This design comes from an exercise in tuning for small area on the open sky130 flow, not from production work.
No activity file was given, so power comes from the tool's default toggle rates.

cedar:
## ex_stage
module ex_stage
#(
    parameter int XLEN = ex_stage_pkg::XLEN_DEF
) (
    input  logic            clk,
    input  logic            reset,
    input  logic [XLEN-1:0] pc_ex,
    input  logic [XLEN-1:0] rdata1_ex,
    input  logic [XLEN-1:0] rdata2_ex,
    input  logic [XLEN-1:0] imm_ex,
    input  logic [4:0]      rs1_ex,
    input  logic [4:0]      rs2_ex,
    input  logic [4:0]      rd_ex,
    input  logic [3:0]      funct_ex,
    input  logic [1:0]      aluop_ex,
    input  logic            alusrc_ex,
    input  logic            mul_ex,
    input  logic            branch_ex,
    input  logic            memread_ex,
    input  logic            memtoreg_ex,
    input  logic            memwrite_ex,
    input  logic            regwrite_ex,
    input  logic [4:0]      memwb_rd,
    input  logic            memwb_regwrite,
    input  logic [XLEN-1:0] memwb_wdata,
    input  logic            ex_flush,
    output logic [XLEN-1:0] mem_branch_tgt,
    output logic [XLEN-1:0] mem_alu_result,
    output logic [XLEN-1:0] mem_store_data,
    output logic            mem_zero,
    output logic [4:0]      mem_rd,
    output logic            mem_branch,
    output logic            mem_memread,
    output logic            mem_memtoreg,
    output logic            mem_memwrite,
    output logic            mem_regwrite,
    output logic            ex_stall
);
clock: 9.0 ns
lec_check: 0
cap_margin: 5
core_margin: 2
core_utilization: 50
cts_buf_list: sky130_fd_sc_hd__clkbuf_4
gpl_timing_driven: 0
setup_slack_margin: 0.1
slew_margin: 5
standard.sh (not shown) runs the stock make flow with config.mk's settings and CLKGATE_MAP_FILE= SYNTH_SCRIPT=/design/flow/synth_recipe.tcl, a recipe that flattens the netlist after the stock synthesis.
==> flow/flow/run.sh <==
#!/bin/bash
# The standard layout (standard.sh) with these changes:
#  - synthesis maps the logic with an area-oriented ABC script (flow/area.abc);
#  - every port still gets a buffer, made from the smallest buffer cell (buf_1);
#  - clock tree synthesis adds no dummy loads.
set -euo pipefail
HERE=$(pwd)
cat flow/abc_override.tcl synth_recipe.tcl > my_synth.tcl
sed "s#SYNTH_SCRIPT=[^ ]*#SYNTH_SCRIPT=$HERE/my_synth.tcl#" standard.sh > my_standard.sh
export MY_ABC_SCRIPT=$HERE/flow/area.abc
export BUFFER_PORTS_ARGS="-buffer_cell sky130_fd_sc_hd__buf_1"
export CTS_ARGS="-sink_clustering_enable -repair_clock_nets -buf_list sky130_fd_sc_hd__clkbuf_4 -dont_use_dummy_load"
bash my_standard.sh > flow.log 2>&1
==> flow/flow/abc_override.tcl <==
# Map with flow/area.abc instead of ORFS's ABC script; everything else is the standard flow's synthesis.
proc abc {args} {
  set i [lsearch $args -script]
  if {$i >= 0} { set args [lreplace $args [expr {$i+1}] [expr {$i+1}] $::env(MY_ABC_SCRIPT)] }
  yosys abc {*}$args
}
==> flow/flow/area.abc <==
strash
dch
amap
topo
stime -c
The flow for cedar finished, though final verification flagged max-capacitance violations, max-slew violations.
Setup changes, cedar to delta
==> flow/flow/area.abc <==
&get -n
&st
&dch
&nf -R 30
&put
topo
stime -c
--- outcome ---
- Both conditions hold for delta: the flow ran to the end and the final layout passed the timing, design-rule and antenna checks.
- cedar completed end to end; final checks failed (max-capacitance violations, max-slew violations).
- Sort delta and cedar by worst ir drop on vdd asc -> top: cedar
- delta vs cedar: tap cell count up slightly
- For cedar, the launch point of the critical path was mul_ex, unlike delta, where it was memwb_rd[2].
- Diff cedar -> delta: final wirelength shrank by 4.4%, share of the clock period used by the worst path shrank by 1.2 points, count of clock-buffer cells in the layout shrank by 1.7%, post-route core utilization shrank by 1.9 points.
[inputs] sierra vs delta
Settings: CAP_MARGIN now 10, was 5; SETUP_SLACK_MARGIN now 0.2, was 0.1; SLEW_MARGIN now 10, was 5.
==> flow/flow/area.abc <==
&get -n
&st
&dch
&nf -R 1000
&put
topo
stime -c
## What came out
Mux cell area share after synthesis | sierra below delta
The footprint of the multi-input gates of sierra is lower than that of delta.
Against delta, sierra comes in 4 lower on count of distinct cell types in the synthesized netlist.
Function was not checked in any run of this note: the RTL went through the layout flow alone.

## what the ideal ports hide
In the flow no input, the clock included, has a driving cell. The finished layouts below were timed again as built, in two steps.
Step 1 sets driving cells, clkbuf_16 on the clock port and buf_2 on the other inputs (assumed; they add their load-dependent delay and slew).
Step 2 adds t to the input delays and takes it off the output delays; t is the mean of the earliest and latest rising clock arrival at the registers after step 1. Input paths then give back, and output paths get back, about the clock's delay inside the block.
a / b / c = ideal / step 1 / step 2; a / b = the first two.
| run | t, ns | slack for setup (ns) | worst setup path after step 2 | worst data-port slew with drivers (ns) |
|---|---|---|---|---|
| cedar | 0.869 | 0.275 / 0.303 / -0.566 | input to register | 0.11 |
| delta | 0.840 | 0.384 / 0.398 / -0.442 | input to register | 0.09 |
| sierra | 0.843 | 0.406 / 0.442 / -0.401 | input to register | 0.10 |
For cedar, which loses most, drivers alone change the setup slack by +0.028 ns; drivers and shift together by -0.841 ns.
